From an optimization exercise on the open Yosys and OpenROAD flow, aimed at small area, a short achievable clock period and few clock cycles per item; shortcuts taken in it are not production practice.

==> flow/design.v <==
`default_nettype none
package rms_pkg;
	function automatic logic [6:0] seg_of_nibble(input logic [3:0] nibble);
		logic [6:0] seg;
		case (nibble)
			4'h0: seg = 7'h40;
			4'h1: seg = 7'h79;
			4'h2: seg = 7'h24;
			4'h3: seg = 7'h30;
			4'h4: seg = 7'h19;
			4'h5: seg = 7'h12;
			4'h6: seg = 7'h02;
			4'h7: seg = 7'h78;
			4'h8: seg = 7'h00;
			4'h9: seg = 7'h10;
			4'ha: seg = 7'h08;
			4'hb: seg = 7'h03;
			4'hc: seg = 7'h46;
			4'hd: seg = 7'h21;
			4'he: seg = 7'h06;
			default: seg = 7'h0e;
		endcase
		seg_of_nibble = seg;
	endfunction
endpackage
`default_nettype wire
`default_nettype none
module rms_top
(
	input  logic        CLOCK_50,
	input  logic        rst_n,
	input  logic        src_empty,
	input  logic [31:0] src_readdata,
	input  logic        snk_full,
	output logic        src_read,
	output logic        snk_write,
	output logic [31:0] snk_writedata,
	output logic [6:0]  hex0,
	output logic [6:0]  hex1,
	output logic [6:0]  hex2,
	output logic [6:0]  hex3,
	output logic [6:0]  hex4,
	output logic [6:0]  hex5
);
	localparam logic [14:0] BND = 15'b010_1010_1010_1010;
	logic        run_q;
	logic        pend_q;
	logic        vsk_q;
	logic [15:0] xs_q;
	logic        va_q;
	logic [15:0] xa_q;
	logic        vq_q;
	logic [31:0] sq_q;
	logic [34:0] s_q;
	logic        vs_q;
	logic [3:0]  es_q;
	logic [1:0]  ms_q;
	logic [3:0]  e_of_k;
	logic [1:0]  m_of_k;
	logic [2:0]  wcnt_q;
	logic        ov_q;
	logic [15:0] out_q;
	logic [3:0]  pos_q;
	logic        adv;
	logic [7:0]  xh;
	logic [7:0]  xl;
	logic [15:0] sqh;
	logic [15:0] sql;
	logic [15:0] sqm;
	logic [15:0] sqm_q;
	logic [34:0] s_new;
	assign adv = !ov_q || !snk_full;
	assign snk_write = ov_q && !snk_full;
	assign src_read = run_q && !src_empty && !vsk_q && adv;
	assign snk_writedata = {16'h0000, out_q};
	always_ff @(posedge CLOCK_50 or negedge rst_n)
	begin
		if (!rst_n)
		begin
			run_q <= 1'b0;
			pend_q <= 1'b0;
			vsk_q <= 1'b0;
			va_q <= 1'b0;
			vq_q <= 1'b0;
			vs_q <= 1'b0;
			wcnt_q <= '0;
		end
		else
		begin
			run_q <= 1'b1;
			pend_q <= src_read;
			if (adv)
			begin
				va_q <= pend_q || vsk_q;
				vsk_q <= 1'b0;
				vq_q <= va_q;
				vs_q <= vq_q;
				if (vq_q)
					wcnt_q <= wcnt_q + 3'd1;
			end
			else if (pend_q)
				vsk_q <= 1'b1;
		end
	end
	assign xh = xa_q[15:8];
	assign xl = xa_q[7:0];
	assign sqh =
		({16{xh[0]}} & (((16'(xh) >> 1) << 2) | (16'd1 << 0))) +
		({16{xh[1]}} & (((16'(xh) >> 2) << 4) | (16'd1 << 2))) +
		({16{xh[2]}} & (((16'(xh) >> 3) << 6) | (16'd1 << 4))) +
		({16{xh[3]}} & (((16'(xh) >> 4) << 8) | (16'd1 << 6))) +
		({16{xh[4]}} & (((16'(xh) >> 5) << 10) | (16'd1 << 8))) +
		({16{xh[5]}} & (((16'(xh) >> 6) << 12) | (16'd1 << 10))) +
		({16{xh[6]}} & (((16'(xh) >> 7) << 14) | (16'd1 << 12))) +
		({16{xh[7]}} & (((16'(xh) >> 8) << 16) | (16'd1 << 14)));
	assign sql =
		({16{xl[0]}} & (((16'(xl) >> 1) << 2) | (16'd1 << 0))) +
		({16{xl[1]}} & (((16'(xl) >> 2) << 4) | (16'd1 << 2))) +
		({16{xl[2]}} & (((16'(xl) >> 3) << 6) | (16'd1 << 4))) +
		({16{xl[3]}} & (((16'(xl) >> 4) << 8) | (16'd1 << 6))) +
		({16{xl[4]}} & (((16'(xl) >> 5) << 10) | (16'd1 << 8))) +
		({16{xl[5]}} & (((16'(xl) >> 6) << 12) | (16'd1 << 10))) +
		({16{xl[6]}} & (((16'(xl) >> 7) << 14) | (16'd1 << 12))) +
		({16{xl[7]}} & (((16'(xl) >> 8) << 16) | (16'd1 << 14)));
	assign sqm =
		({16{xa_q[8]}} & (16'(xl) << 0)) +
		({16{xa_q[9]}} & (16'(xl) << 1)) +
		({16{xa_q[10]}} & (16'(xl) << 2)) +
		({16{xa_q[11]}} & (16'(xl) << 3)) +
		({16{xa_q[12]}} & (16'(xl) << 4)) +
		({16{xa_q[13]}} & (16'(xl) << 5)) +
		({16{xa_q[14]}} & (16'(xl) << 6)) +
		({16{xa_q[15]}} & (16'(xl) << 7));
	assign s_new = ((wcnt_q == 3'd0) ? 35'd0 : s_q) + 35'(sq_q) + (35'(sqm_q) << 9);
	always_ff @(posedge CLOCK_50)
	begin
		if (pend_q && !adv)
			xs_q <= src_readdata[15:0];
		if (adv)
		begin
			xa_q <= pend_q ? src_readdata[15:0] : xs_q;
			sq_q <= {sqh, sql};
			sqm_q <= sqm;
			if (vq_q)
			begin
				s_q <= s_new;
				es_q <= e_of_k;
				ms_q <= m_of_k;
			end
		end
	end
	function automatic logic [3:0] dstep(input logic [2:0] r, input logic b, input logic [1:0] mm);
		logic q;
		logic [2:0] n;
		logic c1;
		logic c2;
		c1 = !mm[0];
		c2 = !mm[1];
		case (mm)
			2'd0: q = b;
			2'd1: q = r[1] | (r[0] & b);
			2'd2: q = r[2] | (r[1] & (r[0] | b));
			default: q = r[2] | (r[1] & r[0] & b);
		endcase
		n[0] = b ^ q;
		n[1] = r[0] ^ (q & (c1 ^ b));
		n[2] = r[1] ^ (q & (c2 ^ ((r[0] & c1) | (r[0] & b) | (c1 & b))));
		dstep = {q, n};
	endfunction
	logic [15:0][17:0] rem_i;
	logic [15:0][15:0] r_i;
	logic [15:0][2:0]  dr_i;
	logic [15:0][31:0] qs_i;
	logic [15:0][1:0]  mm_i;
	logic [15:0]       v_i;
	logic [15:0][17:0] rem_o;
	logic [15:0][15:0] r_o;
	logic [15:0][2:0]  dr_o;
	logic [15:0][31:0] qs_o;
	always_comb
	begin
		case (wcnt_q)
			3'd0: begin e_of_k = 4'b0001; m_of_k = 2'd0; end
			3'd1: begin e_of_k = 4'b0010; m_of_k = 2'd0; end
			3'd2: begin e_of_k = 4'b0001; m_of_k = 2'd1; end
			3'd3: begin e_of_k = 4'b0100; m_of_k = 2'd0; end
			3'd4: begin e_of_k = 4'b0001; m_of_k = 2'd2; end
			3'd5: begin e_of_k = 4'b0010; m_of_k = 2'd1; end
			3'd6: begin e_of_k = 4'b0001; m_of_k = 2'd3; end
			default: begin e_of_k = 4'b1000; m_of_k = 2'd0; end
		endcase
	end
	logic [34:0] sh;
	logic [1:0]  mm0;
	assign sh = ({35{es_q[0]}} & s_q) | ({35{es_q[1]}} & (s_q >> 1)) |
		({35{es_q[2]}} & (s_q >> 2)) | ({35{es_q[3]}} & (s_q >> 3));
	assign mm0 = ms_q;
	for (genvar j = 0; j < 16; j++)
	begin : g_step
		if (j == 0)
		begin : g_src
			logic [3:0] a1;
			logic [3:0] a2;
			assign a1 = dstep(sh[34:32], sh[31], mm0);
			assign a2 = dstep(a1[2:0], sh[30], mm0);
			assign rem_i[j] = '0;
			assign r_i[j] = '0;
			assign dr_i[j] = a2[2:0];
			assign qs_i[j] = {a1[3], a2[3], sh[29:0]};
			assign mm_i[j] = mm0;
			assign v_i[j] = vs_q;
		end
		else if (BND[j-1])
		begin : g_reg
			logic [17:0] rem_q;
			logic [15:0] r_q;
			logic [2:0]  dr_q;
			logic [31:0] qs_q;
			logic [1:0]  mm_q;
			logic        v_q;
			always_ff @(posedge CLOCK_50)
			begin
				if (adv)
				begin
					rem_q <= rem_o[j-1];
					r_q <= r_o[j-1];
					dr_q <= dr_o[j-1];
					qs_q <= qs_o[j-1] & (32'hffffffff >> (2 * j));
					mm_q <= mm_i[j-1];
				end
			end
			always_ff @(posedge CLOCK_50 or negedge rst_n)
			begin
				if (!rst_n)
					v_q <= 1'b0;
				else if (adv)
					v_q <= v_i[j-1];
			end
			assign rem_i[j] = rem_q;
			assign r_i[j] = r_q;
			assign dr_i[j] = dr_q;
			assign qs_i[j] = qs_q;
			assign mm_i[j] = mm_q;
			assign v_i[j] = v_q;
		end
		else
		begin : g_pass
			assign rem_i[j] = rem_o[j-1];
			assign r_i[j] = r_o[j-1];
			assign dr_i[j] = dr_o[j-1];
			assign qs_i[j] = qs_o[j-1];
			assign mm_i[j] = mm_i[j-1];
			assign v_i[j] = v_i[j-1];
		end
		if (j < 15)
		begin : g_div
			logic [3:0] b1;
			logic [3:0] b2;
			assign b1 = dstep(dr_i[j], qs_i[j][29-2*j], mm_i[j]);
			assign b2 = dstep(b1[2:0], qs_i[j][28-2*j], mm_i[j]);
			assign dr_o[j] = b2[2:0];
			always_comb
			begin
				qs_o[j] = qs_i[j];
				qs_o[j][29-2*j] = b1[3];
				qs_o[j][28-2*j] = b2[3];
			end
		end
		else
		begin : g_nodiv
			assign dr_o[j] = '0;
			assign qs_o[j] = qs_i[j];
		end
		logic [j+2:0] rs;
		logic [j+1:0] tr;
		logic [j+3:0] diff;
		logic         t;
		assign rs = {rem_i[j][j:0], qs_i[j][31-2*j -: 2]};
		if (j == 0)
		begin : g_t0
			assign tr = 2'b01;
		end
		else
		begin : g_tn
			assign tr = {r_i[j][j-1:0], 2'b01};
		end
		assign diff = {1'b0, rs} - {2'b00, tr};
		assign t = !diff[j+3];
		assign rem_o[j] = 18'(t ? diff[j+1:0] : rs[j+1:0]);
		assign r_o[j] = 16'({r_i[j][14:0], t});
	end
	always_ff @(posedge CLOCK_50 or negedge rst_n)
	begin
		if (!rst_n)
		begin
			ov_q <= 1'b0;
			out_q <= '0;
			pos_q <= '0;
		end
		else if (adv)
		begin
			ov_q <= v_i[15];
			if (v_i[15])
			begin
				out_q <= r_o[15];
				pos_q <= (pos_q[2:0] == 3'd0) ? 4'd1 : pos_q + 4'd1;
			end
		end
	end
	assign hex0 = rms_pkg::seg_of_nibble(out_q[3:0]);
	assign hex1 = rms_pkg::seg_of_nibble(out_q[7:4]);
	assign hex2 = rms_pkg::seg_of_nibble(out_q[11:8]);
	assign hex3 = rms_pkg::seg_of_nibble(out_q[15:12]);
	assign hex4 = rms_pkg::seg_of_nibble(pos_q);
	assign hex5 = rms_pkg::seg_of_nibble(4'h0);
endmodule
`default_nettype wire
export LEC_CHECK = 0
export ABC_AREA = 1
export CAP_MARGIN = 20
export CORE_MARGIN = 2
export CORE_UTILIZATION = 40
export CTS_BUF_LIST = sky130_fd_sc_hd__clkbuf_8
export SETUP_SLACK_MARGIN = 4.8
export SLEW_MARGIN = 20
create_clock -name core_clock -period 10.0 [get_ports {CLOCK_50}]
run.sh (not shown) runs the stock make flow with config.mk's settings and CLKGATE_MAP_FILE= SYNTH_SCRIPT=/design/flow/synth_recipe.tcl, a recipe that flattens the netlist after the stock synthesis.
The starting point passed the timing, design-rule and antenna checks.
Change:
--- a/flow/design.v
+++ b/flow/design.v
@@ -43,5 +43,5 @@
 	output logic [6:0]  hex5
 );
-	localparam logic [14:0] BND = 15'b010_1010_1010_1010;
+	localparam logic [14:0] BND = 15'b001_0101_0101_0010;
 	logic        run_q;
 	logic        pend_q;
@@ -60,5 +60,8 @@
 	logic [2:0]  wcnt_q;
 	logic        ov_q;
-	logic [15:0] out_q;
+	logic [15:0] orem_q;
+	logic [14:0] oroot_q;
+	logic [1:0]  oq_q;
+	logic [15:0] root;
 	logic [3:0]  pos_q;
 	logic        adv;
@@ -73,5 +76,5 @@
 	assign snk_write = ov_q && !snk_full;
 	assign src_read = run_q && !src_empty && !vsk_q && adv;
-	assign snk_writedata = {16'h0000, out_q};
+	assign snk_writedata = {16'h0000, root};
 	always_ff @(posedge CLOCK_50 or negedge rst_n)
 	begin
@@ -295,5 +298,7 @@
 		begin
 			ov_q <= 1'b0;
-			out_q <= '0;
+			orem_q <= '0;
+			oroot_q <= '0;
+			oq_q <= '0;
 			pos_q <= '0;
 		end
@@ -303,13 +308,16 @@
 			if (v_i[15])
 			begin
-				out_q <= r_o[15];
+				orem_q <= rem_i[15][15:0];
+				oroot_q <= r_i[15][14:0];
+				oq_q <= qs_i[15][1:0];
 				pos_q <= (pos_q[2:0] == 3'd0) ? 4'd1 : pos_q + 4'd1;
 			end
 		end
 	end
-	assign hex0 = rms_pkg::seg_of_nibble(out_q[3:0]);
-	assign hex1 = rms_pkg::seg_of_nibble(out_q[7:4]);
-	assign hex2 = rms_pkg::seg_of_nibble(out_q[11:8]);
-	assign hex3 = rms_pkg::seg_of_nibble(out_q[15:12]);
+	assign root = {oroot_q, {orem_q, oq_q} >= {1'b0, oroot_q, 2'b01}};
+	assign hex0 = rms_pkg::seg_of_nibble(root[3:0]);
+	assign hex1 = rms_pkg::seg_of_nibble(root[7:4]);
+	assign hex2 = rms_pkg::seg_of_nibble(root[11:8]);
+	assign hex3 = rms_pkg::seg_of_nibble(root[15:12]);
 	assign hex4 = rms_pkg::seg_of_nibble(pos_q);
 	assign hex5 = rms_pkg::seg_of_nibble(4'h0);
=> The changed run completed without violations; maximum frequency came out lower by 4.1%; first-iteration DRC count came out lower by 2.1%; design area came out lower by 0.82%; critical path depth came out higher by 11; worst setup slack gets worse by 0.22 ns; global-route usage came out higher by 0.51 points; clock-buffer cell count came out lower by 1; via count came out higher by 1.1%; sequential cell count came out lower by 22; synthesized cell count came out lower by 0.52%.
Function was not checked in any run of this note: the RTL went through the layout flow alone.

## re-timing with driven ports
Ports are ideal in the flow. The routed layouts listed here were re-timed in OpenROAD. Step 1 (the two cells are an assumption about what drives the block):
set clk [get_ports {CLOCK_50}]
set_driving_cell -lib_cell sky130_fd_sc_hd__clkbuf_16 $clk
set_driving_cell -lib_cell sky130_fd_sc_hd__buf_2 [delete_from_list [all_inputs] $clk]
Step 2 moves the port delays by t, midway between the first and last clock arrival at a register: inputs arrive t later, outputs are due t later. That takes back most of the time a late clock gives input paths. Three values: ideal ports, drivers, drivers and shift; two values: the first two.
run	shift t [ns]	setup slack, ns	hold slack, ns	clock arrival spread, ns
the first run	0.703	4.937 / 4.912 / 4.912	0.416 / 0.416 / 0.416	0.025 / 0.026
the second run	0.708	4.722 / 4.662 / 4.825	0.405 / 0.405 / 0.405	0.039 / 0.039
After both steps every run listed still meets setup and hold. The setup slack of the first run, which loses most, moves by -0.025 ns with the drivers and by -0.025 ns with both steps.
